Background: an optimization exercise with open tools, aiming at small area. Do not read the settings as production practice. Only simulation tests tie the RTL to the original design; equivalence was not proved. Power figures rest on the tool's default switching activity, not on a simulated workload.

===== flow/config.mk =====
export PLATFORM = sky130hd
export DESIGN_NAME = box_overlay_top
export DESIGN_NICKNAME = box_overlay_top
export VERILOG_FILES = /design/flow/design.v
export SDC_FILE = /design/flow/constraint.sdc
export NUM_CORES = 4
export LEC_CHECK = 0
export CAP_MARGIN = 20
export CORE_MARGIN = 2
export CORE_UTILIZATION = 55
export CTS_BUF_LIST = sky130_fd_sc_hd__clkbuf_8
export CTS_CLUSTER_DIAMETER = 50
export CTS_CLUSTER_SIZE = 16
export SLEW_MARGIN = 20

===== flow/constraint.sdc =====
create_clock -name core_clock -period 6.0 [get_ports {pix_clk}]
set_input_delay 1.2000 -clock core_clock [delete_from_list [all_inputs] [get_ports {pix_clk}]]
set_output_delay 1.2000 -clock core_clock [all_outputs]
set_load 0.01 [all_outputs]

===== flow/design.v =====
package overlay_pkg;
    localparam int COORD_W = 16;
    typedef logic [COORD_W-1:0] coord_t;     
    typedef struct packed {
        coord_t x0;                          
        coord_t y0;                          
        coord_t x1;                          
        coord_t y1;                          
    } box_t;
    typedef logic [15:0] rgb565_t;           
    localparam int BYTES_PER_BOX = 8;        
    localparam int BORDER_MARGIN = 2;        
    localparam logic [7:0] MARK_R = 8'd255;
    localparam logic [7:0] MARK_G = 8'd0;
    localparam logic [7:0] MARK_B = 8'd0;
    function automatic logic le_u(input logic [11:0] a, input logic [11:0] b);
        logic r;
        r = 1'b1;
        for (int i = 0; i < 12; i++)
            r = (~a[i] & b[i]) | ((~a[i] | b[i]) & r);
        le_u = r;
    endfunction
    function automatic logic le_s(input logic [11:0] a, input logic [11:0] b);
        le_s = le_u({~a[11], a[10:0]}, {~b[11], b[10:0]});
    endfunction
endpackage
`timescale 1ns/1ps
module video_timing (
    input  logic        pix_clk,
    input  logic        rst_n_i,
    output logic [11:0] k_o,
    output logic        kwrap_o,     
    output logic [9:0]  u_o,
    output logic        de_o,
    output logic        hs_o,
    output logic        vs_o
);
    logic [11:0] k;
    logic [9:0]  u;
    logic        kwrap;
    logic        late;               
    assign kwrap = (k == 12'd1279);
    assign late  = k[11];
    always_ff @(posedge pix_clk or negedge rst_n_i)
    begin
        if (!rst_n_i)
        begin
            k <= 12'hfff;
            u <= 10'd0;
        end
        else
        begin
            k <= kwrap ? 12'(-370) : k + 12'd1;
            if (kwrap)
                u <= (u == 10'd749) ? 10'd0 : u + 10'd1;
        end
    end
    assign k_o     = k;
    assign kwrap_o = kwrap;
    assign u_o     = u;
    assign de_o    = !late && !overlay_pkg::le_u(12'd720, {2'b00, u});
    assign hs_o    = overlay_pkg::le_s(12'(-260), k) && overlay_pkg::le_s(k, 12'(-221));
    assign vs_o    = late ? (overlay_pkg::le_u(12'd726, {2'b00, u}) && overlay_pkg::le_u({2'b00, u}, 12'd730))
                          : (overlay_pkg::le_u(12'd725, {2'b00, u}) && overlay_pkg::le_u({2'b00, u}, 12'd729));
endmodule
`timescale 1ns/1ps
module box_loader #(
    parameter int NUM_BOXES = 24
) (
    input  logic        pix_clk,
    input  logic        rst_n_i,
    input  logic        rx_valid_i,
    input  logic [7:0]  rx_byte_i,
    output logic        pend_o,      
    output logic [4:0]  spos_o,      
    output logic        land_o,      
    output logic [41:0] st_o,        
    output logic        vx_o         
);
    localparam logic [4:0] LAST = 5'(NUM_BOXES - 1);
    logic [2:0]  byte_cnt;
    logic [3:0]  hi_q;           
    logic [10:0] x0_q;
    logic [9:0]  y0_q;
    logic [10:0] x1_q;
    logic [10:0] raw;
    logic [10:0] xc;
    logic [9:0]  yc;
    logic        rec_done;
    logic [41:0] st_q;
    logic [4:0]  spos;
    logic [4:0]  nwr;
    logic [4:0]  dd;
    logic        pend;
    logic        land;
    function automatic logic [4:0] inc1(input logic [4:0] p);
        inc1 = (p == LAST) ? 5'd0 : p + 5'd1;
    endfunction
    assign raw = {hi_q[2:0], rx_byte_i};
    assign xc  = (hi_q[3] || overlay_pkg::le_u(12'd1281, {1'b0, raw})) ? 11'd1281 : raw;
    assign yc  = (hi_q[3] || hi_q[2] || overlay_pkg::le_u(12'd721, {2'b00, raw[9:0]}))
               ? 10'd722 : raw[9:0] + 10'd1;
    assign rec_done = rx_valid_i && (byte_cnt == 3'd7);
    assign land     = pend && (spos == 5'd7 || spos == 5'd15 || spos == 5'd23);
    always_ff @(posedge pix_clk)
    begin
        if (rx_valid_i)
        begin
            if (!byte_cnt[0])
                hi_q <= {|rx_byte_i[7:3], rx_byte_i[2:0]};
            if (byte_cnt == 3'd1)
                x0_q <= xc;
            if (byte_cnt == 3'd3)
                y0_q <= yc;
            if (byte_cnt == 3'd5)
                x1_q <= xc;
        end
        if (rec_done)
            st_q <= {x0_q, y0_q, x1_q, yc};
    end
    always_ff @(posedge pix_clk or negedge rst_n_i)
    begin
        if (!rst_n_i)
        begin
            byte_cnt <= '0;
            spos     <= '0;
            nwr      <= '0;
            pend     <= 1'b0;
        end
        else
        begin
            if (rx_valid_i)
                byte_cnt <= byte_cnt + 3'd1;
            if (rec_done)
            begin
                spos <= inc1(inc1(spos));
                pend <= 1'b1;
                if (nwr != 5'(NUM_BOXES))
                    nwr <= nwr + 5'd1;
            end
            else
            begin
                spos <= inc1(spos);
                if (land)
                    pend <= 1'b0;
            end
        end
    end
    assign pend_o = pend;
    assign spos_o = spos;
    assign land_o = land;
    assign st_o   = st_q;
    assign dd   = inc1(inc1(spos));
    assign vx_o = (nwr == 5'(NUM_BOXES)) || ((dd != 5'd0) && (dd <= nwr));
endmodule
`timescale 1ns/1ps
module border_hit #(
    parameter int NUM_BOXES = 24
) (
    input  logic        pix_clk,
    input  logic        rst_n_i,
    input  logic [11:0] k_i,
    input  logic        kwrap_i,
    input  logic [9:0]  u_i,
    input  logic        pend_i,
    input  logic [4:0]  spos_i,
    input  logic        land_i,
    input  logic [41:0] st_i,
    input  logic        vx_i,
    output logic        hit_o
);
    localparam int L    = 8;
    localparam int NSEG = NUM_BOXES / L;
    localparam int EW   = 44;            
    function automatic logic le10(input logic [9:0] a, input logic [9:0] b);
        logic r;
        r = 1'b1;
        for (int i = 0; i < 10; i++)
            r = (~a[i] & b[i]) | ((~a[i] | b[i]) & r);
        le10 = r;
    endfunction
    function automatic logic [1:0] vflags(input logic [9:0] y0, input logic [9:0] y1,
                                          input logic [9:0] u, input logic [9:0] u2);
        logic a0, c0, b1, a1;
        a0 = le10(y0, u2);       
        c0 = le10(u, y0);        
        b1 = le10(u, y1);        
        a1 = le10(y1, u2);       
        vflags = {(a0 && c0) || (a1 && b1), a0 && b1};
    endfunction
    function automatic logic ent_hit(input logic [11:0] z, input logic [11:0] w,
                                     input logic p, input logic q,
                                     input logic [15:0] m_le, input logic [15:0] m_ge,
                                     input logic [15:0] m_win);
        logic a, bw, hx0, hx1;
        a   = z[11] || (~|z[10:4] && m_le[z[3:0]]);      
        bw  = !w[11] && (|w[10:4] || m_ge[w[3:0]]);      
        hx0 = ~|z[11:4] && m_win[z[3:0]];                
        hx1 = ~|w[11:4] && m_win[w[3:0]];                
        ent_hit = (p && a && bw) || (q && (hx0 || hx1));
    endfunction
    function automatic logic [15:0] mask_le(input int c);
        for (int i = 0; i < 16; i++)
            mask_le[i] = (i <= c);
    endfunction
    function automatic logic [15:0] mask_ge(input int c);
        for (int i = 0; i < 16; i++)
            mask_ge[i] = (i >= c);
    endfunction
    logic signed [11:0] k;
    logic [9:0]  u2;
    logic [10:0] st_x0, st_x1;
    logic [9:0]  st_y0, st_y1;
    logic [11:0] dz, dw;
    logic [1:0]  st_pq;
    logic        win;
    logic        st_hit;
    logic [NUM_BOXES-1:0][EW-1:0] e, e_d;
    logic [NUM_BOXES-1:0][1:0]    pq, pq_d;         
    logic [NUM_BOXES-1:0]         ent_hits;
    assign k  = k_i;
    assign u2 = u_i + 10'd2;
    assign {st_x0, st_y0, st_x1, st_y1} = st_i;
    assign dz    = {1'b0, st_x0} - k_i + 12'd8;
    assign dw    = {1'b0, st_x1} - k_i + 12'd8;
    assign st_pq = vflags(st_y0, st_y1, u_i, u2);
    assign win = kwrap_i || (overlay_pkg::le_s(12'(-370), k) && overlay_pkg::le_s(k, 12'(-364)));
    for (genvar s = 0; s < NSEG; s++)
    begin : g_link
        localparam int Q  = s * L;
        localparam int PR = (Q + NUM_BOXES - 1) % NUM_BOXES;
        logic        land_s;
        logic        cf;
        logic [11:0] zin, win_w, zn, wn;
        logic [9:0]  y0in, y1in;
        logic [1:0]  lpq;
        assign land_s = land_i && (spos_i == 5'(PR));
        assign zin    = land_s ? dz : e[PR][43:32];
        assign win_w  = land_s ? dw : e[PR][31:20];
        assign y0in   = land_s ? st_y0 : e[PR][19:10];
        assign y1in   = land_s ? st_y1 : e[PR][9:0];
        assign cf     = land_s ? kwrap_i : win;
        assign zn     = zin   + (cf ? 12'd1642 : 12'hff8);
        assign wn     = win_w + (cf ? 12'd1642 : 12'hff8);
        if (s == 0)
        begin : g_v
            assign lpq = vflags(y0in, y1in, u_i, u2) & {2{land_s || vx_i}};
        end
        else
        begin : g_nv
            assign lpq = land_s ? st_pq : pq[PR];
        end
        assign e_d[Q]  = {zn, wn, y0in, y1in};
        assign pq_d[Q] = lpq;
        for (genvar j = 1; j < L; j++)
        begin : g_mv
            assign e_d[Q+j]  = e[Q+j-1];
            assign pq_d[Q+j] = pq[Q+j-1];
        end
    end
    always_ff @(posedge pix_clk)
        e <= e_d;
    always_ff @(posedge pix_clk or negedge rst_n_i)
    begin
        if (!rst_n_i)
            pq <= '0;
        else
            pq <= pq_d;
    end
    for (genvar p = 0; p < NUM_BOXES; p++)
    begin : g_hit
        localparam int J = p % L;
        localparam logic [15:0] M_LE  = mask_le(J + 2);
        localparam logic [15:0] M_GE  = mask_ge(J);
        localparam logic [15:0] M_WIN = M_LE & M_GE;
        assign ent_hits[p] = !(pend_i && spos_i == 5'(p))
                          && ent_hit(e[p][43:32], e[p][31:20], pq[p][1], pq[p][0],
                                     M_LE, M_GE, M_WIN);
    end
    assign st_hit = pend_i && ent_hit(dz, dw, st_pq[1], st_pq[0],
                                      mask_le(9), mask_ge(7), mask_le(9) & mask_ge(7));
    assign hit_o = st_hit || (|ent_hits);
endmodule
`timescale 1ns/1ps
module pixel_mixer (
    input  logic                 pix_clk,
    input  logic                 rst_n_i,
    input  logic                 mark_hit_i,
    input  logic                 mark_de_i,
    input  logic                 mark_hs_i,
    input  logic                 mark_vs_i,
    input  overlay_pkg::rgb565_t pix_rgb565_i,
    output logic                 vs_o,
    output logic                 hs_o,
    output logic                 de_o,
    output logic [7:0]           r_o,
    output logic [7:0]           g_o,
    output logic [7:0]           b_o
);
    logic red;
    assign red = mark_hit_i && mark_de_i;
    always_ff @(posedge pix_clk or negedge rst_n_i)
    begin
        if (!rst_n_i)
        begin
            vs_o <= 1'b0;
            hs_o <= 1'b0;
            de_o <= 1'b0;
            r_o  <= '0;
            g_o  <= '0;
            b_o  <= '0;
        end
        else
        begin
            vs_o <= mark_vs_i;
            hs_o <= mark_hs_i;
            de_o <= mark_de_i;
            r_o  <= red ? 8'hff : {pix_rgb565_i[15:11], 3'b000};
            g_o  <= red ? 8'h00 : {pix_rgb565_i[10:5],  2'b00};
            b_o  <= red ? 8'h00 : {pix_rgb565_i[4:0],   3'b000};
        end
    end
endmodule
`timescale 1ns/1ps
module box_overlay_top #(
    parameter int H_ACTIVE  = 1280,
    parameter int H_FRONT   = 110,
    parameter int H_SYNC    = 40,
    parameter int H_BACK    = 220,
    parameter int V_ACTIVE  = 720,
    parameter int V_FRONT   = 5,
    parameter int V_SYNC    = 5,
    parameter int V_BACK    = 20,
    parameter int NUM_BOXES = 24
) (
    input  logic                 pix_clk,
    input  logic                 rst_n_i,
    input  logic                 rx_valid_i,    
    input  logic [7:0]           rx_byte_i,
    input  overlay_pkg::rgb565_t pix_rgb565_i,  
    output logic                 pix_req_o,
    output logic                 vs_o,
    output logic                 hs_o,
    output logic                 de_o,
    output logic [7:0]           r_o,
    output logic [7:0]           g_o,
    output logic [7:0]           b_o
);
    logic [11:0] k;
    logic        kwrap;
    logic [9:0]  u;
    logic        raster_de, raster_hs, raster_vs;
    logic        pend, land;
    logic [4:0]  spos;
    logic [41:0] st;
    logic        vx;
    logic        hit;
    logic        mark_hit, mark_de, mark_hs, mark_vs;
    video_timing i_video_timing (
        .pix_clk (pix_clk),
        .rst_n_i (rst_n_i),
        .k_o     (k),
        .kwrap_o (kwrap),
        .u_o     (u),
        .de_o    (raster_de),
        .hs_o    (raster_hs),
        .vs_o    (raster_vs)
    );
    assign pix_req_o = raster_de;
    box_loader #(.NUM_BOXES(NUM_BOXES)) i_box_loader (
        .pix_clk    (pix_clk),
        .rst_n_i    (rst_n_i),
        .rx_valid_i (rx_valid_i),
        .rx_byte_i  (rx_byte_i),
        .pend_o     (pend),
        .spos_o     (spos),
        .land_o     (land),
        .st_o       (st),
        .vx_o       (vx)
    );
    border_hit #(.NUM_BOXES(NUM_BOXES)) i_border_hit (
        .pix_clk  (pix_clk),
        .rst_n_i  (rst_n_i),
        .k_i      (k),
        .kwrap_i  (kwrap),
        .u_i      (u),
        .pend_i   (pend),
        .spos_i   (spos),
        .land_i   (land),
        .st_i     (st),
        .vx_i     (vx),
        .hit_o    (hit)
    );
    always_ff @(posedge pix_clk or negedge rst_n_i)
    begin
        if (!rst_n_i)
        begin
            mark_hit <= 1'b0;
            mark_de  <= 1'b0;
            mark_hs  <= 1'b0;
            mark_vs  <= 1'b0;
        end
        else
        begin
            mark_hit <= hit;
            mark_de  <= raster_de;
            mark_hs  <= raster_hs;
            mark_vs  <= raster_vs;
        end
    end
    pixel_mixer i_pixel_mixer (
        .pix_clk      (pix_clk),
        .rst_n_i      (rst_n_i),
        .mark_hit_i   (mark_hit),
        .mark_de_i    (mark_de),
        .mark_hs_i    (mark_hs),
        .mark_vs_i    (mark_vs),
        .pix_rgb565_i (pix_rgb565_i),
        .vs_o         (vs_o),
        .hs_o         (hs_o),
        .de_o         (de_o),
        .r_o          (r_o),
        .g_o          (g_o),
        .b_o          (b_o)
    );
endmodule

===== flow/flow/run.sh =====
#!/bin/bash
# The standard layout (bash standard.sh, unchanged synthesis), with the clock
# tree built without dummy loads. The make output goes to flow.log here; the
# tools' own logs stay under orfs/logs.
set -euo pipefail
export CTS_ARGS="-sink_clustering_enable -repair_clock_nets -dont_use_dummy_load -buf_list sky130_fd_sc_hd__clkbuf_8 -sink_clustering_size 20 -sink_clustering_max_diameter 60"
bash standard.sh > flow.log 2>&1

===== flow/standard.sh =====
#!/bin/bash
# synth_recipe.tcl (not shown) runs the flow's synth.tcl, then flattens the netlist and writes it again
# the make line also repeats each setting of config.mk as NAME=value (left out here)
make -C /OpenROAD-flow-scripts/flow DESIGN_CONFIG=/design/flow/config.mk WORK_HOME=/design/flow/orfs CLKGATE_MAP_FILE= SYNTH_SCRIPT=/design/flow/synth_recipe.tcl "${@:-finish}"

==> results list, run 1 <==
* Unrepaired setup endpoints after global routing: no
* Die extent in y: 263 um
- Start-to-end type of the worst setup path: register to register
- The worst path uses between 70% and 80% of the clock period.
- CORE AREA: 66900 sq um
- Router iterations before antenna repair: 5
- The number of gates resized after CTS was 0.
- Synthesis produced a netlist whose cell count is 2980.
- Actual transition at the worst max-transition pin: between 1 and 1.5 ns
* Data required time of the critical path: around 6.6 ns
- In the final design database the tool counted approximately 3200 nets.
- For this design, the slowest cell found on the critical path is sky130_fd_sc_hd__dfstp_2.
- Yosys top cell by area: sky130_fd_sc_hd__dfxtp_1
* Arrival time at the worst endpoint: about 4.8 ns
- Critical Path Fanout Max: 9
- The die covers approximately 69000 sq um.
- The post-route netlist has 5.10% of its cells at a drive strength greater than 1.
- Startpoint of the lowest-slack register-to-register path: i_video_timing.k[3]
- In the global route stage, overall resource usage came out at 23.9%.
- Pin placement for this block handled 55 I/O pins.
- Min cycle time layout: between 4 and 5 ns
- Setup slack of the worst register-to-register path: 1.73 ns
- In this run the post-CTS setup repair buffer count came out at 0.
- Instance count after placement with tap cells included: around 3900
* Fillers: about 5500
* Die outline width: between 200 and 300 um
* Max clock buf depth: 3
- Largest net degree at the start of global routing: 66
* HPWL after DPL: just over 60000 um
* Count of buffers inserted at the top-level ports: a little under 50
* Routability Congestion: 0.943
* Hold/Removal Path Class: register to register
- Total congestion overflow after global routing: 0
- Final setup fails: 0
* Share of synthesized flip-flops with an asynchronous set or reset: between 8 and 9%
* Max VDD drop: 0.302 mV
- The clock reaches the later pin of the worst-skew pair after 0.72 ns.
- TritonCTS built the clock tree.
* Most frequent cells in the layout: sky130_fd_sc_hd__dfxtp_1 (1056), sky130_fd_sc_hd__nand2_1 (310), sky130_fd_sc_hd__inv_1 (112), sky130_fd_sc_hd__nor2_1 (112), sky130_fd_sc_hd__o21ai_0 (109)
* Cell area after synthesis: between 30000 and 40000 sq um
* Setup ws final: about 1.7 ns
- Sort of element at the start of the critical path: register
- The share of synthesized area in the top cell type comes to 57.1%.
- Fraction of the yosys area taken by sequential cells: between 70% and 80%
* Count of pins over their slew limit: 0
- Post-route insts no fill: ~4000
* Post-Layout Inst Area: about 40000 sq um
- The worst hold path begins at i_border_hit.e[53].
- The signal on the critical path passes through and3_1 > and3_1 > nand3_1 > nor2_1 > nand3_1 > o21ai_1 > inv_1 > ha_1 > a21boi_0 > a2111oi_0 > nand2_1 > a21o_1 > a21oi_1 > nand2_1 > xor2_1.
- Headroom to the max-slew limit came out at between 20% and 30%.
* Final sum of negative setup slack: 0 ns
- Wires add up to between 80000 and 90000 um.
* Layout-stage area growth over the synthesis result: 6.77%
- Critical path capture point type: register
- During synthesis, Yosys emitted a total of 5 warnings.
- For this block, the via count after detailed routing is 21400.
- Status: complete, no violations
* First element of the critical path: i_video_timing.k[3]
* Overall Power: 19.7 mW
* Number of antenna violations at the first check in global routing: 9
* Worst Skew: about 0.099 ns
- Sum of buffers and inverters on the critical path: 1
- Leaving out fill and tap cells, the most frequent cell in the layout is sky130_fd_sc_hd__dfxtp_1.
* Core utilization of the finished layout: between 50% and 60%
* Drc violations: 0
* Number of sinks driven by the clock tree: 1242
- Flop and latch count out of synthesis: ~1200
- Routed len/inst: 21.1 um
* Number of violations of the max-capacitance limit: 0
- Clock-pin slew of the registers on the worst-case setup and hold paths: 0.11 ns
* Ratio of total power to cell area: 498 nW/um^2
* Site row count: between 90 and 100
- Counting the buffers created by CTS gives 79.
* Number of DRC violations after detailed-routing iteration 0: ~1800
- Dominant delay contributor by cell family on the critical path: compound AO/OA/AOI/OAI gates
- In this run the number of H-tree levels came out at 3.
- CTS hold repair buffers: 0
* Leakage Power: between 15 and 20 nW
- The first global-routing pass estimated between 100000 and 150000 um of wire.
* Instance area at placement: between 30000 and 40000 sq um
* Post-Synthesis Mean Instance Area: 12.4 sq um
- Sorting the synthesized cells by area gives the leading types as sky130_fd_sc_hd__dfxtp_1 (57%), sky130_fd_sc_hd__dfrtp_1 (6.5%), sky130_fd_sc_hd__edfxtp_1 (6.3%).
- Netlist cell types: 101
- Once detail routing completed, the nets flagged for antenna violations numbered 0.
- Count of final hold-check violations: 0
- Delay contributed by the slowest stage of the critical path: 0.64 ns
- For this run, the top clock speed supported by timing is between 200 and 250 MHz.
* Setup slack at placement: 1.79 ns
- On the final layout, the worst hold slack is around 0.29 ns.
* Vias per cell: between 5 and 6
- Vias in the first global route: approximately 21000
- EDFF count, synth: 78
- Starting density of the core: 55.3%
* Synth Flop Type: sky130_fd_sc_hd__dfxtp_1
- CTS placed an instance of sky130_fd_sc_hd__clkbuf_8 at the clock tree root.
==> cells by family after synthesis <==
kind of cell | count (synthesis) | synth area share (%)
AND/OR/NAND/NOR | 832 | 11.1
buffers and inverters | 186 | 2.11
AO/OA/AOI/OAI | 446 | 8.06
adder cells (fa/ha/maj) | 120 | 3.99
flip-flops | 1242 | 70.8
multiplexers | 45 | 1.30
other | 1 | 0.0101
XOR/XNOR | 108 | 2.63
==> layer usage <==
| layer | track usage (%) | part of all wire [%] | routed length [um] |
|---|---|---|---|
| met3 | 4.83 | 6.2 | 5140 |
| met2 | 34.0 | 40 | 33400 |
| met1 | 37.0 | 51 | 42200 |
| met4 | 6.83 | 2.8 | 2310 |
| met5 | 0 | 0.061 | 51 |
==> registers in the layout (all words and copies together), names as in the netlist, 3 cells and up <==
signal,count
i_box_loader.y0_q,10
i_video_timing.k,12
i_box_loader.nwr,5
i_box_loader.st_q,42
i_box_loader.byte_cnt,3
i_video_timing.u,10
i_box_loader.hi_q,4
i_box_loader.spos,5
i_pixel_mixer.g_o,6
i_border_hit.pq,48
i_pixel_mixer.r_o,6
i_box_loader.x1_q,11
i_border_hit.e,1056
i_pixel_mixer.b_o,5
i_box_loader.x0_q,11
==> cell type report <==
class / instances / area [sq um] / share of cell area [%]
flip-flops and latches: 1242 / 26200 / 66.3
multi-input cells: 1556 / 10100 / 25.5
well taps: 873 / 1090 / 2.76
clock buffers: 79 / 1090 / 2.75
repair buffers: 66 / 628 / 1.59
inverters: 115 / 432 / 1.09
diodes: 5 / 12.5 / 0.0317
==> worst paths after layout <==
| check | to | cells past startpoint |
|---|---|---|
| max reg2reg | i_border_hit.e[734] | 15 |
| min reg2reg | i_border_hit.e[97] | 0 |
| min in group asynchronous | i_border_hit.pq[29] | 1 |
| max | i_border_hit.e[734] | 15 |
| max in group asynchronous | i_video_timing.k[1] | 2 |
| min | i_border_hit.e[97] | 0 |
==> Yosys cell counts, drive strengths merged, types with 10 or more instances <==
master,instances
and3,20
clkbuf,39
dfstp,12
nand4,17
maj3,17
o211ai,11
xnor2,66
o22ai,17
edfxtp,78
o2111ai,12
nor3b,10
ha,101
a21o,15
nor4,75
nand3,66
mux2,12
nor3,56
and2,34
o21bai,13
or4,15
o31ai,15
a2111oi,13
xor2,42
nor2b,21
nand2b,40
a21oi,83
nand2,313
dfxtp,1056
o21ai,119
a31oi,31
nor2,116
dfrtp,96
buf,32
mux2i,33
a211oi,20
inv,113
or3,11
==> power breakdown <==
part	internal [mW]	switching, mW
Combinational	1.28	1.95
Sequential	11.3	1.65
Clock	1.19	2.30
==> inputs of run 2 (changes only) <==
==> flow/flow/run.sh (replaced) <==
#!/bin/bash
# The standard layout (standard.sh, with the standard flow's synthesis script), with
# three changes to how the layout is made:
#  - ABC maps the logic with the area script in flow/abc_area.script (more
#    optimisation rounds than ORFS's; ABC_AREA=1 is set in config.mk); it
#    runs on the combinational logic only, so the registers are the same;
#  - the clock tree is built without dummy loads;
#  - the port buffers are sky130_fd_sc_hd__buf_1.
# The make output goes to flow.log here; each tool's log stays in orfs/logs.
set -euo pipefail
here=$(pwd)
rm -rf "$here/scripts"
cp -r "$FLOW_HOME/scripts" "$here/scripts"
cp "$here/flow/abc_area.script" "$here/scripts/abc_area.script"
export SCRIPTS_DIR="$here/scripts"
export CTS_ARGS="-sink_clustering_enable -repair_clock_nets -dont_use_dummy_load -buf_list sky130_fd_sc_hd__clkbuf_8 -sink_clustering_size 18 -sink_clustering_max_diameter 55"
export BUFFER_PORTS_ARGS="-buffer_cell sky130_fd_sc_hd__buf_1"
bash standard.sh > flow.log 2>&1
==> flow/flow/abc_area.script (new file) <==
strash
dc2
&get -n
&st
&dch -f
&nf -R 1000
&put
mfs3 -ae
topo
stime -c
buffer -c
upsize -c
dnsize -c
--- a/flow/config.mk
+++ b/flow/config.mk
@@ -6,9 +6,10 @@
 export NUM_CORES = 4
 export LEC_CHECK = 0
+export ABC_AREA = 1
 export CAP_MARGIN = 20
 export CORE_MARGIN = 2
 export CORE_UTILIZATION = 55
 export CTS_BUF_LIST = sky130_fd_sc_hd__clkbuf_8
-export CTS_CLUSTER_DIAMETER = 50
-export CTS_CLUSTER_SIZE = 16
+export CTS_CLUSTER_DIAMETER = 55
+export CTS_CLUSTER_SIZE = 18
 export SLEW_MARGIN = 20
==> run 2 against run 1 <==
  * Sequential share of layout area up 3.3 points
  * Worst setup slack got worse by 0.36 ns
  * Core utilization up 0.41 points
  * First-iteration DRC count is 13% lower
  * Synthesized cell count is 8.1% lower
  * Critical path depth unchanged
  * Cell count is 6.3% lower
  * Fmax shrank 7.9%
  * Total power shrank 0.51%
  * Clock power up 1%
  * Via count is 7.9% lower
  * Global-route usage decreased by 1.3 points
  * Largest power group unchanged
==> results list, run 2 <==
* Number of sinks driven by the clock tree: 1242 (unchanged)
- Critical Path Fanout Max: 42 (+33)
* Hold-critical path depth: 0 (unchanged)
* Routability Congestion: 0.939 (-0.39%)
- The reg-to-reg setup timing slack is 1.37 ns (-0.36 ns).
- The clock network fraction of design power came to 18.1% (+0.4 points).
- The number of instances in the synthesized netlist came to 2740 (-8.1%).
- Via count of the routed design: 19800 (-7.9%)
- The portion of total power attributed to combinational logic was 15.2% (-1.2 points).
* Drc violations: 0 (unchanged)
* Largest net degree at the start of global routing: 72 (+9.1%)
* Boundary pin count: 55 (unchanged)
* Max VDD drop: 0.307 mV (+1.6%)
- In the synthesized netlist, the cells that appear most often are sky130_fd_sc_hd__dfxtp_1 (1056), sky130_fd_sc_hd__nand2_1 (212), sky130_fd_sc_hd__nor2_1 (145), sky130_fd_sc_hd__a21oi_1 (140), sky130_fd_sc_hd__o21ai_0 (104).
- Worst Skew: 0.0993 ns (-0.0000927 ns)
- The share of layout cells above drive strength 1 was 5.46% (+0.36 points).
- Netlist cell types: 76 (-25%)
- Ratio of total power to cell area: 520 nW/um^2 (+4.4%)
- The count of cells resized by post-cts repair was 0 (unchanged).
- The overall routing resource usage came to 22.7% (-1.3 points).
- Capture endpoint of the worst hold path: i_border_hit.e[268]
- Clock-pin slew of the registers on the worst-case setup and hold paths: 0.10 ns (about the same)
- The overall die area was 66300 sq um (-4.4%).
* Data required time of the critical path: 6.58 ns (about the same)
- The final instance count without filler cells was 3687 (-6.3%).
- The switching power as a share of total power was 29.4% (-0.55 points).
* CTS hold repair buffers: 0 (unchanged)
- Top-area cell type share of the netlist area: 59.8% (+2.7 points)
- CTS Root Buffer Type: sky130_fd_sc_hd__clkbuf_8
- The wire length of the first global-routing pass came to 113000 um (-9.9%).
- EDFF count, synth: 78 (unchanged)
* Arrival time at the worst endpoint: 5.22 ns (+0.38 ns)
- Vias in the first global route: 19400 (-8.8%)
- Number of antenna violations at the first check in global routing: 6 (-3)
- The mean area per synthesized cell came to 12.9 sq um (+3.9%).
- STA classifies the critical path startpoint as a register.
- Leakage Power: 14.9 nW (-5.3%)
- In this run the worst hold path is classified as register to register.
- In the final layout, the registers with the most flip-flops are i_border_hit.e (1056), i_border_hit.pq (48), i_box_loader.st_q (42).
* Die extent in y: 258 um (-2.2%)
- Starting density of the core: 55.8% (+0.56 points)
- Worst flop-to-flop path endpoint: i_border_hit.pq[1]
- The quantity of I/O buffers inserted on ports was 49 (unchanged).
- Remaining antenna violation count: 0 (unchanged)
- Vias per cell: 5.36 (-1.7%)
- The sequential share of power came to 66.7% (+0.8 points).
* Final #Nets: 2969 (-6.9%)
* Count of pins over their slew limit: 0 (unchanged)
- Synth Flop Type: sky130_fd_sc_hd__dfxtp_1
- The cell internal power dissipation came to 13.8 mW (+0.28%).
- Top cells by area in the synthesized netlist: sky130_fd_sc_hd__dfxtp_1 (60%), sky130_fd_sc_hd__dfrtp_1 (6.8%), sky130_fd_sc_hd__edfxtp_1 (6.6%)
- The depth of the worst register-to-register path was 15 (unchanged).
- Total wire length: 75000 um (-9.7%)
- The summed instance area of the synthesized netlist came to 35400 sq um (-4.4%).
- The remaining global-route overflow was 0 (unchanged).
- CORE AREA: 63300 sq um (-5.4%)
* Unrepaired setup endpoints after global routing: no
- Register containing the most flip-flops in the final layout: i_border_hit.e
- The final hold violation count was 0 (unchanged).
* Most frequent cells in the layout: sky130_fd_sc_hd__dfxtp_1 (1056), sky130_fd_sc_hd__nand2_1 (211), sky130_fd_sc_hd__nor2_1 (145), sky130_fd_sc_hd__a21oi_1 (140), sky130_fd_sc_hd__o21ai_0 (104)
* Max clock buf depth: 3 (unchanged)
- Fin crit share: 77.2% (+6.1 points)
- Critical path capture point type: register
- Startpoint of the lowest-slack register-to-register path: i_box_loader.spos[2]
- From synthesis to final layout, the design area changed by 6.44%.
- Routed len/inst: 20.3 um (-3.7%)
- The number of placement rows is 92 (-3.2%).
- The DRC violation total after the first TritonRoute iteration came to 1525 (-13%).
- The part of the Yosys area used for sequential elements was 74.1% (+3.3 points).
- Share of synthesized flip-flops with an asynchronous set or reset: 8.70% (unchanged)
- Count of synthesis-stage warnings from yosys: 5 (unchanged)
- The die width came to 258 um (-2.2%).
- HPWL after DPL: 55200 um (-11%)
* Reported net switching power: 5.76 mW (-2.3%)
- Status: complete, no violations
- The flip-flop count of the largest register, all copies and words added came to 1056 (unchanged).
- Htree depth: 3 (unchanged)
- TritonCTS built the clock tree.
- Library cell with the highest instance count after synthesis: sky130_fd_sc_hd__dfxtp_1
- Yosys top cell by area: sky130_fd_sc_hd__dfxtp_1
- The number of detailed-route iterations in the first pass came to 6 (+1).
- The number of fill cells is 5116 (-6.1%).
- Cts bufs inserted: 85 (+7.6%)
* Actual transition at the worst max-transition pin: 1.10 ns (-0.0422 ns)
* Worst slew slack as a fraction of its limit: 26.1% (+3.1 points)
- The count of max-cap constraint violations came to 0 (unchanged).
* Top achievable clock speed: 216 MHz (-7.9%)
- Min cycle time layout: 4.63 ns (+0.365 ns)
- In this run the most critical hold path is launched from i_border_hit.e[224].
* Final sum of negative setup slack: 0 ns (unchanged)
- Flop and latch count out of synthesis: 1242 (unchanged)
- Worst-skew pair later-pin latency: 0.72 ns (about the same)
* Post-CTS repair timing setup buffer count: 0 (unchanged)
- Most common cell after layout, fill and taps aside: sky130_fd_sc_hd__dfxtp_1
- Core utilization of the finished layout: 59.4% (+0.41 points)
- The worst setup path is of the register to register kind.
- The number of cells after detailed placement is 3598 (-6.6%).
- The final setup violation count was 0 (unchanged).
run 2: cell types whose count changed after synthesis, moves of 11 or more:
cell,delta
sky130_fd_sc_hd__xor2_1,-12
sky130_fd_sc_hd__inv_1,-26
sky130_fd_sc_hd__a21oi_1,+58
sky130_fd_sc_hd__nor2_1,+32
sky130_fd_sc_hd__o2111ai_1,-12
sky130_fd_sc_hd__nand2_1,-100
sky130_fd_sc_hd__and2_1,-25
sky130_fd_sc_hd__and3_1,-12
sky130_fd_sc_hd__buf_2,-13
sky130_fd_sc_hd__a2111oi_0,-11
sky130_fd_sc_hd__nand2b_1,-29
sky130_fd_sc_hd__a22oi_1,+13
sky130_fd_sc_hd__mux2i_1,-21
sky130_fd_sc_hd__or3_1,-11
run 2: layer usage:
metal | global-route usage, % | up-vias | share of wire (%)
met5 | 0 | - | 0.031
met4 | 7.47 | 4 | 3.1
met3 | 7.35 | 155 | 9.0
met2 | 32.6 | 601 | 41
met1 | 32.4 | 9452 | 47
li1 | - | 9546 | -
run 2: how the worst max path moves through the flow:
stage / start / to / slack, ns / depth (start not counted)
after detailed placement: i_box_loader.spos[2] / i_border_hit.pq[1] / 1.48 / 15
final: i_box_loader.spos[2] / i_border_hit.pq[1] / 1.37 / 15
after global placement: i_box_loader.spos[2] / i_border_hit.pq[1] / 1.58 / 15
after global routing: i_box_loader.spos[2] / i_border_hit.pq[1] / 1.12 / 15
after floorplan: i_box_loader.spos[0] / i_border_hit.e[31] / 1.81 / 20
after CTS: i_box_loader.spos[2] / i_border_hit.pq[1] / 1.42 / 15
run 2: cell type report:
type                       instances  area [sq um]  area share, %
antenna                            4          10.0         0.0266
clock buffer                      85          1170           3.11
inverter                          93           349          0.928
multi-input combinational       1358          8580           22.8
sequential                      1242         26200           69.6
tap                              846          1060           2.81
timing repair buffer              59           263          0.698
run 2: stage by stage:
stage               instance area, sq um  power [mW]  hold slack (ns)  setup slack, ns
floorplan                          35400        14.5            0.310             1.81
global placement                   36500        16.0            0.310             1.58
detailed placement                 36500        16.1            0.312             1.48
CTS                                37600        19.7            0.275             1.42
global route                       37600        20.6            0.273             1.12
finish                             37600        19.6            0.275             1.37
run 2: power by group through the flow:
stage	Combinational [mW]	Clock, mW	Sequential (mW)
floorplan	2.08	0	12.5
global placement	2.86	0	13.2
detailed placement	2.89	0	13.2
CTS	2.92	3.67	13.1
global route	3.26	3.97	13.4
finish	2.97	3.54	13.1
run 2: critical path, cell delays in order, from the launching register on:
cell and delay [ns]:
sky130_fd_sc_hd__dfrtp_1 0.53, sky130_fd_sc_hd__nor2b_1 0.63, sky130_fd_sc_hd__and3_4 0.48, sky130_fd_sc_hd__buf_4 0.49, sky130_fd_sc_hd__mux2i_1 0.29, sky130_fd_sc_hd__inv_1 0.11, sky130_fd_sc_hd__nor2_1 0.12, sky130_fd_sc_hd__a211oi_1 0.06
sky130_fd_sc_hd__a21oi_1 0.15, sky130_fd_sc_hd__o21ai_1 0.11, sky130_fd_sc_hd__maj3_2 0.32, sky130_fd_sc_hd__maj3_2 0.31, sky130_fd_sc_hd__maj3_2 0.31, sky130_fd_sc_hd__maj3_2 0.33, sky130_fd_sc_hd__a211oi_2 0.16, sky130_fd_sc_hd__o21a_1 0.14
run 2: logic make-up (layout without fill, tap and decap cells):
| kind of cell | count (synthesis) | in the layout | share of synthesized area [%] |
|---|---|---|---|
| DFF | 1242 | 1242 | 74.1 |
| and+or+nand+nor | 661 | 661 | 8.95 |
| AOI/OAI and AO/OA | 445 | 445 | 7.71 |
| buffers and inverters | 144 | 237 | 1.72 |
| adders and majority gates | 117 | 117 | 4.10 |
| xor gates and xnor gates | 98 | 98 | 2.43 |
| muxes | 32 | 32 | 0.987 |
| other | 1 | 9 | 0.0106 |
==> inputs of run 3 (changes only) <==
--- a/flow/flow/run.sh
+++ b/flow/flow/run.sh
@@ -3,6 +3,8 @@
 # three changes to how the layout is made:
 #  - ABC maps the logic with the area script in flow/abc_area.script (more
-#    optimisation rounds than ORFS's; ABC_AREA=1 is set in config.mk); it
-#    runs on the combinational logic only, so the registers are the same;
+#    optimisation, and ABC's area mapper; ABC_AREA=1 is set in config.mk),
+#    and adders are left to ABC too instead of being mapped to adder cells
+#    first (ADDER_MAP_FILE empty); both touch the combinational logic only,
+#    so the registers are the same;
 #  - the clock tree is built without dummy loads;
 #  - the port buffers are sky130_fd_sc_hd__buf_1.
@@ -14,4 +16,5 @@
 cp "$here/flow/abc_area.script" "$here/scripts/abc_area.script"
 export SCRIPTS_DIR="$here/scripts"
+export ADDER_MAP_FILE=
 export CTS_ARGS="-sink_clustering_enable -repair_clock_nets -dont_use_dummy_load -buf_list sky130_fd_sc_hd__clkbuf_8 -sink_clustering_size 18 -sink_clustering_max_diameter 55"
 export BUFFER_PORTS_ARGS="-buffer_cell sky130_fd_sc_hd__buf_1"
==> flow/flow/abc_area.script (replaced) <==
strash
dc2
dch -f
amap
mfs3 -ae
strash
dc2
dch -f
amap
mfs3 -ae
topo
stime -c
buffer -c
upsize -c
dnsize -c
==> run 3 against run 2 <==
  * Still clean on timing, DRC and antenna
  * Sequential power is 11% lower
  * Non-clock buffer count rose by 6
  * Worst hold slack gained 0.016 ns
  * Die area decreased by 3.3%
  * Largest cell class unchanged
==> results list, run 3 <==
- The flow ran to the end and the layout has no timing, DRC or antenna violations.
- After synthesis, the cell types taking the most area are sky130_fd_sc_hd__dfxtp_1 (62%), sky130_fd_sc_hd__dfrtp_1 (7.0%), sky130_fd_sc_hd__edfxtp_1 (6.9%).
- Critical Path Fanout Max: 6 (-86%)
* Register containing the most flip-flops in the final layout: i_border_hit.e
- Number of antenna violations at the first check in global routing: 1 (-5)
- Min cycle time layout: 4.94 ns (+0.303 ns)
- The critical path's largest stage delay was 0.56 ns (-0.07 ns).
- The flip-flop count of the largest register, all copies and words added was 1056 (unchanged).
- Fin crit share: 82.3% (+5.0 points)
- The logic depth of the worst setup path including buffers came to 28 (+13).
- Clock-pin slew of the registers on the worst-case setup and hold paths: 0.10 ns (about the same)
* Remaining antenna violation count: 0 (unchanged)
- Sum of buffers and inverters on the critical path: 1 (-1)
- Number of sinks driven by the clock tree: 1242 (unchanged)
- Worst Skew: 0.0962 ns (-0.00308 ns)
* Hold-critical path depth: 0 (unchanged)
- The maximum root-to-sink buffer count is 3 (unchanged).
- The die width came to 253 um (-1.6%).
- The root buffer cell chosen for the clock tree is sky130_fd_sc_hd__clkbuf_8.
- All-layer global routing usage: 24.0% (+1.3 points)
- The summed instance area of the synthesized netlist came to 34200 sq um (-3.3%).
* Most frequent cells after synthesis: sky130_fd_sc_hd__dfxtp_1 (1056), sky130_fd_sc_hd__o21ai_0 (233), sky130_fd_sc_hd__nor2_1 (219), sky130_fd_sc_hd__nand2_1 (195), sky130_fd_sc_hd__inv_1 (171)
* Leakage Power: 14.2 nW (-4.9%)
- The remaining routing DRC violations was 0 (unchanged).
* Post-CTS Resized: 0 (unchanged)
- Max VDD drop: 0.330 mV (+7.4%)
* Synth Flop Type: sky130_fd_sc_hd__dfxtp_1
* Total wire length: 75500 um (+0.66%)
- Global-route wire length before repair: 115000 um (+1.1%)
* Yosys top cell by area: sky130_fd_sc_hd__dfxtp_1
* Flop and latch count out of synthesis: 1242 (unchanged)
* Registers with the highest flip-flop counts: i_border_hit.e (1056), i_border_hit.pq (48), i_box_loader.st_q (42)
- The final net count is 2917 (-1.8%).
* CTS hold repair buffers: 0 (unchanged)
- Number of cell instances on the worst register-to-register path: 28 (+13)
- Final sum of negative setup slack: 0 ns (unchanged)
- The vias after detailed routing came to 19700 (-0.39%).
* Proportion of layout cells with a drive suffix above 1: 5.61% (+0.15 points)
- Largest net degree at the start of global routing: 58 (-19%)
- The critical path is of the register to register type.
* Arrival time at the worst endpoint: 5.48 ns (+0.26 ns)
- Most Frequent Cell on Critical Path: sky130_fd_sc_hd__nor2_1
- The remaining global-route overflow came to 0 (unchanged).
* Count of pins over their slew limit: 0 (unchanged)
* Routability Congestion: 0.989 (+5.3%)
* Final setup fails: 0 (unchanged)
- Number of violations of the max-capacitance limit: 0 (unchanged)
- The overall power of the completed layout was 16.5 mW (-16%).
* Count of final hold-check violations: 0 (unchanged)
- Router iterations before antenna repair: 6 (unchanged)
* Worst-skew pair later-pin latency: 0.69 ns (-0.03 ns)
* Boundary pin count: 55 (unchanged)
- Post-CTS repair timing setup buffer count: 0 (unchanged)
* Worst slew slack as a fraction of its limit: 35.8% (+9.8 points)
- The DRC violation total after the first TritonRoute iteration came to 1347 (-12%).
* Die extent in y: 253 um (-1.6%)
- Standard cell with the maximum stage delay on the critical path: sky130_fd_sc_hd__dfstp_2
- CORE AREA: 61600 sq um (-2.7%)
- EDFF count, synth: 78 (unchanged)
- The cell family contributing the most delay on the critical path is compound AO/OA/AOI/OAI gates.
* Hold/Removal Path Class: register to register
* Count of synthesis-stage warnings from yosys: 5 (unchanged)
- Actual transition at the worst max-transition pin: 0.955 ns (-0.142 ns)
- Site row count: 91 (-1.1%)
- The area share of the largest cell type after synthesis was 61.8% (+2.1 points).
- The quantity of I/O buffers inserted on ports is 49 (unchanged).
* Layout-stage area growth over the synthesis result: 6.82%
- Data required time of the critical path: 6.55 ns (-0.03 ns)
- Vias per cell: 5.28 (-1.5%)
- Ratio of total power to cell area: 452 nW/um^2 (-13%)
- STA classifies the critical path startpoint as a register.
- The maximum level of the CTS H-tree was 3 (unchanged).
- Leaving out fill and tap cells, the most frequent cell in the layout is sky130_fd_sc_hd__dfxtp_1.
- Routed len/inst: 20.2 um (-0.50%)
- sky130_fd_sc_hd__dfxtp_1 is the most common cell in the netlist.
- Top achievable clock speed: 203 MHz (-6.1%)
* Count of mapped cells out of synthesis: 2789 (+1.8%)
- Die outline area: 64200 sq um (-3.3%)
- TritonCTS built the clock tree.
- The top cell types in the final layout, fill and taps aside, are sky130_fd_sc_hd__dfxtp_1 (1056), sky130_fd_sc_hd__o21ai_0 (232), sky130_fd_sc_hd__nor2_1 (218), sky130_fd_sc_hd__nand2_1 (195), sky130_fd_sc_hd__inv_1 (169).
- The mean area per synthesized cell was 12.3 sq um (-5.0%).
- Share of synthesized flip-flops with an asynchronous set or reset: 8.70% (unchanged)
- Unrepaired setup endpoints after global routing: no
- STA classifies the critical path endpoint as a register.
* Netlist cell types: 71 (-6.6%)
* Starting density of the core: 55.5% (-0.35 points)
- Fraction of the yosys area taken by sequential cells: 76.6% (+2.5 points)
* Vias in the first global route: 19700 (+1.6%)
- The number of clock buffers inserted by TritonCTS is 85 (unchanged).
* HPWL after DPL: 56300 um (+2.1%)
-- run 3: cell types whose count changed in the layout (fill, tap and decap cells not counted), moves of 20 or more --
cell                      previous run  this run
sky130_fd_sc_hd__o21a_1             11        34
sky130_fd_sc_hd__inv_1              86       169
sky130_fd_sc_hd__xor2_1             30         2
sky130_fd_sc_hd__o21ai_0           104       232
sky130_fd_sc_hd__a21oi_1           140       108
sky130_fd_sc_hd__mux2_2             20         0
sky130_fd_sc_hd__xnor2_1            68         0
sky130_fd_sc_hd__o22ai_1            19       100
sky130_fd_sc_hd__nand3_1            60        18
sky130_fd_sc_hd__ha_1              101         0
sky130_fd_sc_hd__nor2_1            145       218
-- run 3: routing by layer --
layer  global-route usage [%]  share of wire (%)  vias up
met5                        0                  0        -
met4                     10.1                4.4        0
met3                     3.29                3.3      160
met2                     40.7                 48      403
met1                     30.9                 44     9393
li1                         -                  -     9724
-- run 3: path summary, 6_finish.rpt --
kind	startpoint	to	slack (ns)
worst max-delay path	i_video_timing.k[2]	mark_hit	1.06
worst min-delay path	i_border_hit.e[781]	i_border_hit.e[825]	0.29
worst max register to register	i_video_timing.k[2]	mark_hit	1.06
worst min register to register	i_border_hit.e[781]	i_border_hit.e[825]	0.29
max in group asynchronous	rst_n_i	i_border_hit.pq[46]	4.41
min in group asynchronous	rst_n_i	mark_vs	0.40
-- run 3: cell families after synthesis --
kind of cell              after synthesis  share of synthesized area [%]
xor gates and xnor gates                3                         0.0988
and+or+nand+nor                       677                           9.34
DFF                                  1242                           76.6
AOI/OAI and AO/OA                     632                           11.3
buffers and inverters                 234                           2.65
other                                   1                         0.0110
-- run 3: report_power, final --
| part | switching, mW | internal [mW] |
|---|---|---|
| registers | 1.12 | 10.5 |
| clock network | 2.27 | 1.27 |
| logic | 0.871 | 0.504 |
| total | 4.26 | 12.2 |
-- run 3: cell type report --
class                   instances  area (sq um)
diodes                          5          12.5
well taps                     837          1050
multi-input cells            1317          7110
inverters                     179           672
flip-flops and latches       1242         26200
repair buffers                 65           308
fillers                      4968         25100
clock buffers                  85          1170
-- run 3: worst register-to-register path: cells and delay by family (launching register included) --
kind	cells	cell delay, ns
xor gates and xnor gates	1	0.45
DFF	1	0.56
AOI/OAI and AO/OA	13	2.03
and+or+nand+nor	13	1.69
buffers and inverters	1	0.07
-- run 3: per-stage QoR --
step	util (%)	cells	setup slack, ns	area, sq um	hold slack [ns]
2_1_floorplan	-	2793	1.92	34200	0.310
3_3_place_gp	57.4	3640	1.29	35300	0.309
3_5_place_dp	57.4	3640	1.20	35300	0.312
4_1_cts	59.3	3725	1.11	36500	0.291
5_1_grt	59.3	3730	0.633	36500	0.299
6_report	59.3	3730	1.06	36500	0.291
==> inputs of run 4 (changes only) <==
==> flow/flow/abc_area.script (replaced) <==
strash
dc2
dch -f
amap
mfs3 -ae
strash
dc2
dch -f
amap
mfs3 -ae
topo
==> run 4 against run 3 <==
  * Worst hold slack worse by 0.0067 ns
  * Total power hardly changed
  * Routed wire length is 2.6% lower
  * Synthesized cell count is 1.7% lower
  * Still clean on timing, DRC and antenna
  * Non-clock buffer count stayed put
  * Global-route usage is 0.63 points lower
  * Critical endpoint unchanged
  * Clock skew is 0.013 ns lower
==> results list, run 4 <==
- The die width is 252 um (-0.39%).
* Count of buffers inserted at the top-level ports: 49 (unchanged)
- CORE AREA: 61400 sq um (-0.37%)
- Layout-stage area growth over the synthesis result: 7.26%
- The pin slew with the least headroom to its limit is 1.12 ns (+0.168 ns).
* Top achievable clock speed: 188 MHz (-7.1%)
- The total detailed-routing wirelength is 73500 um (-2.6%).
* Vias in the first global route: 19200 (-2.5%)
* Ratio of total power to cell area: 454 nW/um^2 (+0.46%)
- The synthesis-stage register bit count was 1242 (unchanged).
* Clock tree from TritonCTS: done
- The final critical path time including I/O delays and setup is 5.31 ns (+0.379 ns).
- The final setup violation count is 0 (unchanged).
* Critical path capture point type: register
* Site row count: 91 (unchanged)
- Final sum of negative setup slack: 0 ns (unchanged)
* CTS Root Buffer Type: sky130_fd_sc_hd__clkbuf_8
* Cell-internal power: 12.2 mW (about the same)
* Library cell with the highest instance count after synthesis: sky130_fd_sc_hd__dfxtp_1
- The number of detailed-route iterations in the first pass came to 6 (unchanged).
- Sequential power share: 70.0% (-0.2 points)
* Clock-pin slew of the registers on the worst-case setup and hold paths: 0.10 ns (about the same)
* Start-to-end type of the worst setup path: register to register
- The number of hold buffers added after CTS came to 0 (unchanged).
- Fillers: 4949 (-0.38%)
- The final max-slew violation count is 0 (unchanged).
- Unrepaired setup endpoints after global routing: no
- Boundary pin count: 55 (unchanged)
* Global-route wire length before repair: 112000 um (-2.2%)
* Routed len/inst: 20.0 um (-1.3%)
* Die extent in y: 252 um (-0.39%)
- Top-area cell type share of the netlist area: 62.3% (+0.49 points)
* Critical Path Fanout Max: 6 (unchanged)
- Number of DRC violations after detailed-routing iteration 0: 1419 (+5.3%)
* Yosys top cell by area: sky130_fd_sc_hd__dfxtp_1
* Vias per cell: 5.35 (+1.4%)
- Count of mapped cells out of synthesis: 2741 (-1.7%)
* Hold/Removal Path Class: register to register
- By area the synthesized netlist is led by sky130_fd_sc_hd__dfxtp_1 (62%), sky130_fd_sc_hd__dfrtp_1 (7.1%), sky130_fd_sc_hd__edfxtp_1 (6.9%).
* Registers with the highest flip-flop counts: i_border_hit.e (1056), i_border_hit.pq (48), i_box_loader.st_q (42)
- The number of cells after detailed placement came to 3593 (-1.3%).
- Starting density of the core: 55.3% (-0.23 points)
* Post-Layout Inst Area: 36400 sq um (-0.38%)
- Relative contribution of combinational cells to total power: 8.4% (about the same)
* Count of final hold-check violations: 0 (unchanged)
- The final instance count without filler cells was 3680 (-1.3%).
- Cts bufs inserted: 85 (unchanged)
- HPWL after DPL: 54500 um (-3.3%)
* Via count of the routed design: 19700 (+0.066%)
- The minimum hold slack is 0.284 ns (-0.00670 ns).
- Setup slack of the worst register-to-register path: 0.69 ns (-0.38 ns)
* Routability Congestion: 0.950 (-3.9%)
- The critical path's largest stage delay was 0.56 ns (about the same).
* Worst slew slack as a fraction of its limit: 25.1% (-11 points)
* Capture endpoint of the worst hold path: i_border_hit.e[435]
- The number of routed nets with antenna violations came to 0 (unchanged).
- The arrival time of the worst setup path came to 5.89 ns (+0.41 ns).
- The number of flops mapped to enable cells by yosys was 78 (unchanged).
- The largest net degree at the start of global routing was 61 (+5.2%).
- The post-layout utilization of the core came to 59.3% (about the same).
- Leakage Power: 13.5 nW (-4.8%)
- Register containing the most flip-flops in the final layout: i_border_hit.e
- Reported net switching power: 4.28 mW (+0.41%)
* Worst-skew pair later-pin latency: 0.69 ns (about the same)
- The library cells used most frequently in the layout, excluding fill and tap cells, are sky130_fd_sc_hd__dfxtp_1 (1056), sky130_fd_sc_hd__o21ai_0 (243), sky130_fd_sc_hd__nor2_1 (218), sky130_fd_sc_hd__nand2_1 (202), sky130_fd_sc_hd__clkinv_1 (177).
* Max clock buf depth: 3 (unchanged)
- Fin crit share: 88.6% (+6.3 points)
* Proportion of layout cells with a drive suffix above 1: 4.19% (-1.4 points)
- The clock sink count came to 1242 (unchanged).
* Worst Min Path Start: i_border_hit.e[391]
- Most frequent cells after synthesis: sky130_fd_sc_hd__dfxtp_1 (1056), sky130_fd_sc_hd__o21ai_0 (246), sky130_fd_sc_hd__nor2_1 (220), sky130_fd_sc_hd__nand2_1 (202), sky130_fd_sc_hd__clkinv_1 (179)
- Synth Flop Type: sky130_fd_sc_hd__dfxtp_1
- Sort of element at the start of the critical path: register
- Worst flop-to-flop path endpoint: mark_hit
- Standard cell with the maximum stage delay on the critical path: sky130_fd_sc_hd__dfstp_2
- Count of synthesis-stage warnings from yosys: 5 (unchanged)
- Status: complete, no violations
* Number of violations of the max-capacitance limit: 0 (unchanged)
- Total congestion overflow after global routing: 0 (unchanged)
* All-layer global routing usage: 23.4% (-0.63 points)
* Largest register FFs: 1056 (unchanged)
- Share of synthesized flip-flops with an asynchronous set or reset: 8.70% (unchanged)
- The final net count was 2917 (unchanged).
- The remaining routing DRC violations was 0 (unchanged).
- The cell count of the worst hold path is 0 (unchanged).
- The mean area per synthesized cell was 12.4 sq um (+0.95%).
- Instance area at placement: 35200 sq um (-0.40%)
- Data required time of the critical path: 6.57 ns (+0.02 ns)
* Netlist cell types: 55 (-23%)
- Number of antenna violations at the first check in global routing: 2 (+1)
- Most common cell after layout, fill and taps aside: sky130_fd_sc_hd__dfxtp_1
* Max VDD drop: 0.257 mV (-22%)
- Clock power frac: 21.6% (+0.2 points)
- The post-route clock skew came to 0.0833 ns (-0.0129 ns).
* Switching share of power: 25.9% (+0.088 points)
- The overall die area was 63700 sq um (-0.78%).
- The part of the Yosys area used for sequential elements was 77.3% (+0.61 points).
- Cell area after synthesis: 33900 sq um (-0.79%)
- The maximum level of the CTS H-tree came to 3 (unchanged).
- Startpoint of the lowest-slack register-to-register path: i_video_timing.k[2]
- Number of cell instances on the worst register-to-register path: 31 (+11%)
## run 4: changes by cell type after synthesis, sizes merged
| cell | change |
|---|---|
| buf | -4 |
| clkinv | +174 |
| clkbuf | -44 |
| and2b | -1 |
| inv | -174 |
| nor2b | +1 |
## run 4: logic make-up after synthesis
logic type      count (synthesis)  synth area share, %
compound gates                632                 11.2
xor+xnor                        3               0.0775
buf+inv                       186                 2.14
flops                        1242                 77.3
other cells                     1               0.0111
simple gates                  677                 9.33
## run 4: final cells by class
| class | count | area [sq um] | share of cell area (%) |
|---|---|---|---|
| clock buffer | 85 | 1170 | 3.22 |
| multi-input combinational | 1317 | 7030 | 19.3 |
| tap | 790 | 988 | 2.72 |
| timing repair buffer | 65 | 308 | 0.846 |
| antenna | 2 | 5.00 | 0.0138 |
| inverter | 179 | 672 | 1.85 |
| sequential | 1242 | 26200 | 72.0 |
## run 4: how the worst max path moves through the flow
stage	from	endpoint	slack, ns	cells after the start
after floorplan	i_box_loader.spos[0]	i_border_hit.e[395]	0.54	24
after global placement	i_video_timing.k[2]	mark_hit	0.62	31
after detailed placement	i_video_timing.k[2]	mark_hit	0.41	31
after CTS	i_video_timing.k[2]	mark_hit	0.39	31
after global routing	i_video_timing.k[2]	i_border_hit.e[735]	0.06	30
final	i_video_timing.k[2]	mark_hit	0.69	31
## run 4: critical path, delay by kind of cell, from the launching register on
family | cells | cell delay, ns
AO/OA/AOI/OAI | 14 | 2.41
AND/OR/NAND/NOR | 13 | 1.48
flip-flops | 1 | 0.56
XOR/XNOR | 2 | 0.45
buffers and inverters | 2 | 0.33
## run 4: metrics by stage
stage,power [mW],setup WS [ns]
global placement,13.1,0.619
detailed placement,13.1,0.411
global route,17.3,0.0555
finish,16.5,0.685
CTS,16.7,0.392
floorplan,12.2,0.544
## run 4: power groups by stage
| stage | Sequential [mW] | Combinational (mW) | Clock (mW) |
|---|---|---|---|
| after detailed placement | 11.8 | 1.37 | 0 |
| after global routing | 11.8 | 1.54 | 4.00 |
| after global placement | 11.7 | 1.35 | 0 |
| final | 11.6 | 1.38 | 3.57 |
| after floorplan | 11.3 | 0.925 | 0 |
| after CTS | 11.6 | 1.37 | 3.68 |
## run 4: per-layer routing
layer | global-route usage [%] | wire, um | up-vias
li1 | - | - | 9767
met5 | 0 | 0 | -
met2 | 38.0 | 34100 | 479
met3 | 3.20 | 3220 | 117
met1 | 32.6 | 34300 | 9330
met4 | 7.44 | 1920 | 0
## run 4: repair_timing
| action | in CTS | in global routing |
|---|---|---|
| setup buffers | 0 | 0 |
| resized for setup | 0 | 3 |
| setup endpoints to repair | 0 | 2 |
==> inputs of run 5 (changes only) <==
--- a/flow/config.mk
+++ b/flow/config.mk
@@ -9,7 +9,8 @@
 export CAP_MARGIN = 20
 export CORE_MARGIN = 2
-export CORE_UTILIZATION = 55
+export CORE_UTILIZATION = 80
 export CTS_BUF_LIST = sky130_fd_sc_hd__clkbuf_8
 export CTS_CLUSTER_DIAMETER = 55
 export CTS_CLUSTER_SIZE = 18
+export PLACE_DENSITY = 0.88
 export SLEW_MARGIN = 20
==> run 5 against run 4 <==
  * Clock power barely moved
  * Sequential power barely moved
  * Fmax fell by 13%
  * Worst setup slack got worse by 0.80 ns
  * Cell count fell by 7.0%
  * Highest routed layer unchanged
  * Now fails the layout checks on setup timing
  * Critical path type unchanged
  * Non-clock buffer count fell by 1
==> results list, run 5 <==
- The part of the Yosys area used for sequential elements is 77.3% (unchanged).
* Instance count after placement with tap cells included: 3341 (-7.0%)
- Layout-stage area growth over the synthesis result: 6.17%
- In this run the most critical hold path is launched from i_border_hit.e[540].
* Unrepaired setup endpoints after global routing: no
- On the critical path, the stage with the largest delay is an instance of sky130_fd_sc_hd__dfrtp_1.
- Largest net degree at the start of global routing: 65 (+6.6%)
* Count of pins over their slew limit: 0 (unchanged)
- EDFF count, synth: 78 (unchanged)
- Status: finished with violations
* Synth Flop Type: sky130_fd_sc_hd__dfxtp_1
* Die outline width: 210 um (-17%)
* Total congestion overflow after global routing: 0 (unchanged)
* Top achievable clock speed: 163 MHz (-13%)
* CTS hold repair buffers: 0 (unchanged)
- In the final layout, the registers with the most flip-flops are i_border_hit.e (1056), i_border_hit.pq (48), i_box_loader.st_q (42).
* Largest register FFs: 1056 (unchanged)
- The final hold violation count came to 0 (unchanged).
* Number of DRC violations after detailed-routing iteration 0: 3243 (+130%)
- The minimum hold slack was 0.286 ns (+0.00175 ns).
* Top-area cell type share of the netlist area: 62.3% (unchanged)
- Switching share of power: 28.1% (+2.2 points)
- The detail-routed via count per cell was 6.58 (+23%).
* Worst slew slack as a fraction of its limit: 12.3% (-13 points)
- The total detailed-routing wirelength is 92000 um (+25%).
* Core utilization of the finished layout: 86.0% (+27 points)
- Yosys attributes the largest share of cell area to sky130_fd_sc_hd__dfxtp_1 (62%), sky130_fd_sc_hd__dfrtp_1 (7.1%), sky130_fd_sc_hd__edfxtp_1 (6.9%).
- Yosys instantiated no cell more often than sky130_fd_sc_hd__dfxtp_1.
* Dominant delay contributor by cell family on the critical path: simple AND/OR/NAND/NOR gates
- Relative contribution of combinational cells to total power: 9.0% (+0.6 points)
- Actual transition at the worst max-transition pin: 1.30 ns (+0.179 ns)
- The commonest cells after synthesis are sky130_fd_sc_hd__dfxtp_1 (1056), sky130_fd_sc_hd__o21ai_0 (246), sky130_fd_sc_hd__nor2_1 (220), sky130_fd_sc_hd__nand2_1 (202), sky130_fd_sc_hd__clkinv_1 (179).
- Arrival time at the worst endpoint: 6.62 ns (+0.73 ns)
* Worst Skew: 0.114 ns (+0.0306 ns)
- The leakage power figure was 13.5 nW (-0.28%).
- The depth of the worst register-to-register path came to 22 (-29%).
* Delay contributed by the slowest stage of the critical path: 0.67 ns (+0.11 ns)
- Clock power frac: 21.0% (-0.6 points)
- The standard cell core area came to 41900 sq um (-32%).
- The final RePlAce weighted congestion came to 1.02 (+7.3%).
- Fillers: 1716 (-65%)
- The critical path is of the register to register type.
- The wire length of the first global-routing pass was 138000 um (+23%).
- Final #Nets: 2911 (-0.21%)
- Hold-critical path depth: 0 (unchanged)
- The reg-to-reg setup timing slack came to -0.12 ns (-0.80 ns).
- The clock sink count came to 1242 (unchanged).
- The maximum level of the CTS H-tree is 3 (unchanged).
- Clock-pin slew of the registers on the worst-case setup and hold paths: 0.11 ns (about the same)
* Sort of element at the start of the critical path: register
- Via count of the routed design: 22500 (+14%)
- i_border_hit.e holds more flip-flops than any other register.
- The detailed-routing wirelength on met1 was 31600 um (-7.9%).
- Sequential power share: 69.9% (about the same)
- CTS Root Buffer Type: sky130_fd_sc_hd__clkbuf_8
* Critical path capture point type: register
- Traced cell by cell, the critical path runs through clkinvlp_4 > nor2_1 > and2_0 > nand2_1 > nor2_2 > nand2_1 > nor2b_1 > and2_0 > clkinv_1 > o21ai_0 > a21oi_1 > o21ai_0 > o21ai_0 > o21a_1 > a21oi_1 > nor2b_1 > nor2_2 > a221oi_1 > a31oi_1 > nor2_1 > a21oi_1 > o21bai_1.
- The peak supply drop is 0.424 mV (+65%).
- Vias in the first global route: 22900 (+19%)
- Fin crit share: 102% (+13 points)
- Data required time of the critical path: 6.50 ns (-0.07 ns)
* Count of synthesis-stage warnings from yosys: 5 (unchanged)
- The cell area power density is 470 nW/um^2 (+3.6%).
- The endpoint identified for the worst register-to-register timing path is mark_hit.
- The initial antenna violation count came to 2 (unchanged).
- The number of routed nets with antenna violations came to 0 (unchanged).
- Final setup fails: 1 (+1)
- The count of max-cap constraint violations is 0 (unchanged).
- The total met2 wirelength after detailed routing came to 43800 um (+29%).
- Capture endpoint of the worst hold path: i_border_hit.e[584]
- Worst-skew pair later-pin latency: 0.73 ns (+0.04 ns)
* Cell area after synthesis: 33900 sq um (unchanged)
* Netlist cell types: 55 (unchanged)
- The sum of buffers and inverters on the critical path is 2 (unchanged).
- Leaving out fill and tap cells, the most frequent cell in the layout is sky130_fd_sc_hd__dfxtp_1.
- The average detailed-routed wire length per instance was 26.9 um (+35%).
- Min cycle time layout: 6.12 ns (+0.804 ns)
- The maximum root-to-sink buffer count came to 3 (unchanged).
- Drc violations: 0 (unchanged)
- Startpoint of the lowest-slack register-to-register path: i_video_timing.u[1]
- The count of cells resized by post-cts repair is 0 (unchanged).
- Critical Path Fanout Max: 11 (+5)
- The run did not pass the layout checks because of setup timing.
* Setup ws final: -0.119 ns (-0.804 ns)
- Met3 layer wire length in the routed design: 8150 um (+150%)
* All-layer global routing usage: 42.6% (+19 points)
- The overall die height came to 210 um (-17%).
- The mean area per synthesized cell is 12.4 sq um (unchanged).
- The number of detailed-route iterations in the first pass is 8 (+2).
- Cts bufs inserted: 80 (-5.9%)
- Post-CTS repair timing setup buffer count: 0 (unchanged)
- Site row count: 75 (-18%)
- Register area: 26200 sq um (unchanged)
- Final sum of negative setup slack: -0.119 ns (-0.119 ns)
* Count of buffers inserted at the top-level ports: 49 (unchanged)
* Share of synthesized flip-flops with an asynchronous set or reset: 8.70% (unchanged)
* Boundary pin count: 55 (unchanged)
* Starting density of the core: 81.0% (+26 points)
- The final instance count without filler cells was 3423 (-7.0%).
- The net switching power of the design was 4.76 mW (+11%).
- Hold/Removal Path Class: register to register
* Flop and latch count out of synthesis: 1242 (unchanged)
* Yosys top cell by area: sky130_fd_sc_hd__dfxtp_1
* Die outline area: 44100 sq um (-31%)
* Cell-internal power: 12.2 mW (-0.49%)
- Count of mapped cells out of synthesis: 2741 (unchanged)
- TritonCTS built the clock tree.
- In this run the top signal layer used is met4.
- The overall power of the completed layout is 16.9 mW (+2.5%).
- The area taken by multi-input logic gates came to 7040 sq um (+0.12%).
- The share of layout cells above drive strength 1 is 4.16% (-0.026 points).
- The top cell types in the final layout, fill and taps aside, are sky130_fd_sc_hd__dfxtp_1 (1056), sky130_fd_sc_hd__o21ai_0 (243), sky130_fd_sc_hd__nor2_1 (215), sky130_fd_sc_hd__nand2_1 (202), sky130_fd_sc_hd__clkinv_1 (175).
* HPWL after DPL: 60400 um (+11%)
[run 5: through the flow]
step                      area [sq um]  setup slack (ns)
after global placement           34900             0.904
after global routing             36000            0.0107
after detailed placement         34900             0.804
after floorplan                  33900             0.544
final                            36000            -0.119
after CTS                        36000           0.00589
[run 5: worst max-delay path by stage]
stage / from / end / slack (ns) / depth (start not counted)
after floorplan: i_box_loader.spos[0] / i_border_hit.e[395] / 0.54 / 24
after global placement: i_video_timing.k[2] / mark_hit / 0.90 / 32
after detailed placement: i_video_timing.u[1] / mark_hit / 0.80 / 22
after CTS: i_video_timing.u[1] / mark_hit / 0.006 / 22
after global routing: i_video_timing.u[1] / mark_hit / 0.01 / 22
final: i_video_timing.u[1] / mark_hit / -0.12 / 22
[run 5: power by group through the flow]
stage	clock network (mW)	registers (mW)	logic, mW
after global routing	3.82	11.9	1.63
final	3.56	11.8	1.53
after CTS	3.56	11.8	1.47
after floorplan	0	11.3	0.925
after detailed placement	0	11.9	1.40
after global placement	0	11.7	1.30
[run 5: cell families (layout without fill, tap and decap cells)]
| group | after synthesis | count (layout) | synth area share, % |
|---|---|---|---|
| other cells | 1 | 7 | 0.0111 |
| flops | 1242 | 1242 | 77.3 |
| simple gates | 677 | 677 | 9.33 |
| xor+xnor | 3 | 3 | 0.0775 |
| compound gates | 632 | 632 | 11.2 |
| buf+inv | 186 | 323 | 2.14 |
[run 5: area by class of cell]
type | instances | share of cell area, %
multi-input cells | 1317 | 19.6
clock buffers | 80 | 3.06
well taps | 539 | 1.87
inverters | 179 | 1.89
diodes | 2 | 0.0139
repair buffers | 64 | 0.844
flip-flops and latches | 1242 | 72.8
[run 5: worst register-to-register path, cell delays in order, from the launching register on]
cell,delay [ns]
sky130_fd_sc_hd__dfrtp_1,0.67
sky130_fd_sc_hd__clkinvlp_4,0.41
sky130_fd_sc_hd__nor2_1,0.47
sky130_fd_sc_hd__and2_0,0.32
sky130_fd_sc_hd__nand2_1,0.15
sky130_fd_sc_hd__nor2_2,0.32
sky130_fd_sc_hd__nand2_1,0.24
sky130_fd_sc_hd__nor2b_1,0.35
sky130_fd_sc_hd__and2_0,0.36
sky130_fd_sc_hd__clkinv_1,0.26
sky130_fd_sc_hd__o21ai_0,0.41
sky130_fd_sc_hd__a21oi_1,0.23
sky130_fd_sc_hd__o21ai_0,0.14
sky130_fd_sc_hd__o21ai_0,0.16
sky130_fd_sc_hd__o21a_1,0.18
sky130_fd_sc_hd__a21oi_1,0.25
sky130_fd_sc_hd__nor2b_1,0.11
sky130_fd_sc_hd__nor2_2,0.34
sky130_fd_sc_hd__a221oi_1,0.10
sky130_fd_sc_hd__a31oi_1,0.17
sky130_fd_sc_hd__nor2_1,0.06
sky130_fd_sc_hd__a21oi_1,0.13
sky130_fd_sc_hd__o21bai_1,0.08
[run 5: routing by layer]
layer  vias to the layer above  global-route usage [%]
li1                       9722                       -
met1                     10500                    49.4
met2                      1671                    70.9
met3                       574                    8.50
met4                         0                    31.5
met5                         -                       0

-- re-timing with driven ports --
How much do the figures lean on ideal ports? The routed layouts below were timed once more, with nothing changed but the port constraints.
Step 1 (the two cells are an assumption about what drives the block):
set clk [get_ports {pix_clk}]
set_driving_cell -lib_cell sky130_fd_sc_hd__clkbuf_16 $clk
set_driving_cell -lib_cell sky130_fd_sc_hd__buf_2 [delete_from_list [all_inputs] $clk]
Step 2 adds t to the input delays and takes it off the output delays; t is the mean of the earliest and latest rising clock arrival at the registers after step 1. Input paths then give back, and output paths get back, about the clock's delay inside the block.
a / b / c = no drivers / after step 1 / after step 2; a / b = the first two.
| run | t, ns | setup WS [ns] | worst register clock-pin slew, ns | worst slew at a driven data input, ns | cell pins on the clock port's net |
|---|---|---|---|---|---|
| run 1 | 0.729 | 1.732 / 1.732 / 1.732 | 0.12 / 0.12 | 0.05 | 1 |
| run 2 | 0.734 | 1.367 / 1.367 / 1.367 | 0.11 / 0.11 | 0.08 | 1 |
| run 3 | 0.710 | 1.064 / 1.064 / 1.064 | 0.11 / 0.11 | 0.07 | 1 |
| run 4 | 0.713 | 0.685 / 0.685 / 0.685 | 0.11 / 0.11 | 0.04 | 1 |
| run 5 | 0.737 | -0.119 / -0.119 / -0.119 | 0.12 / 0.12 | 0.05 | 1 |
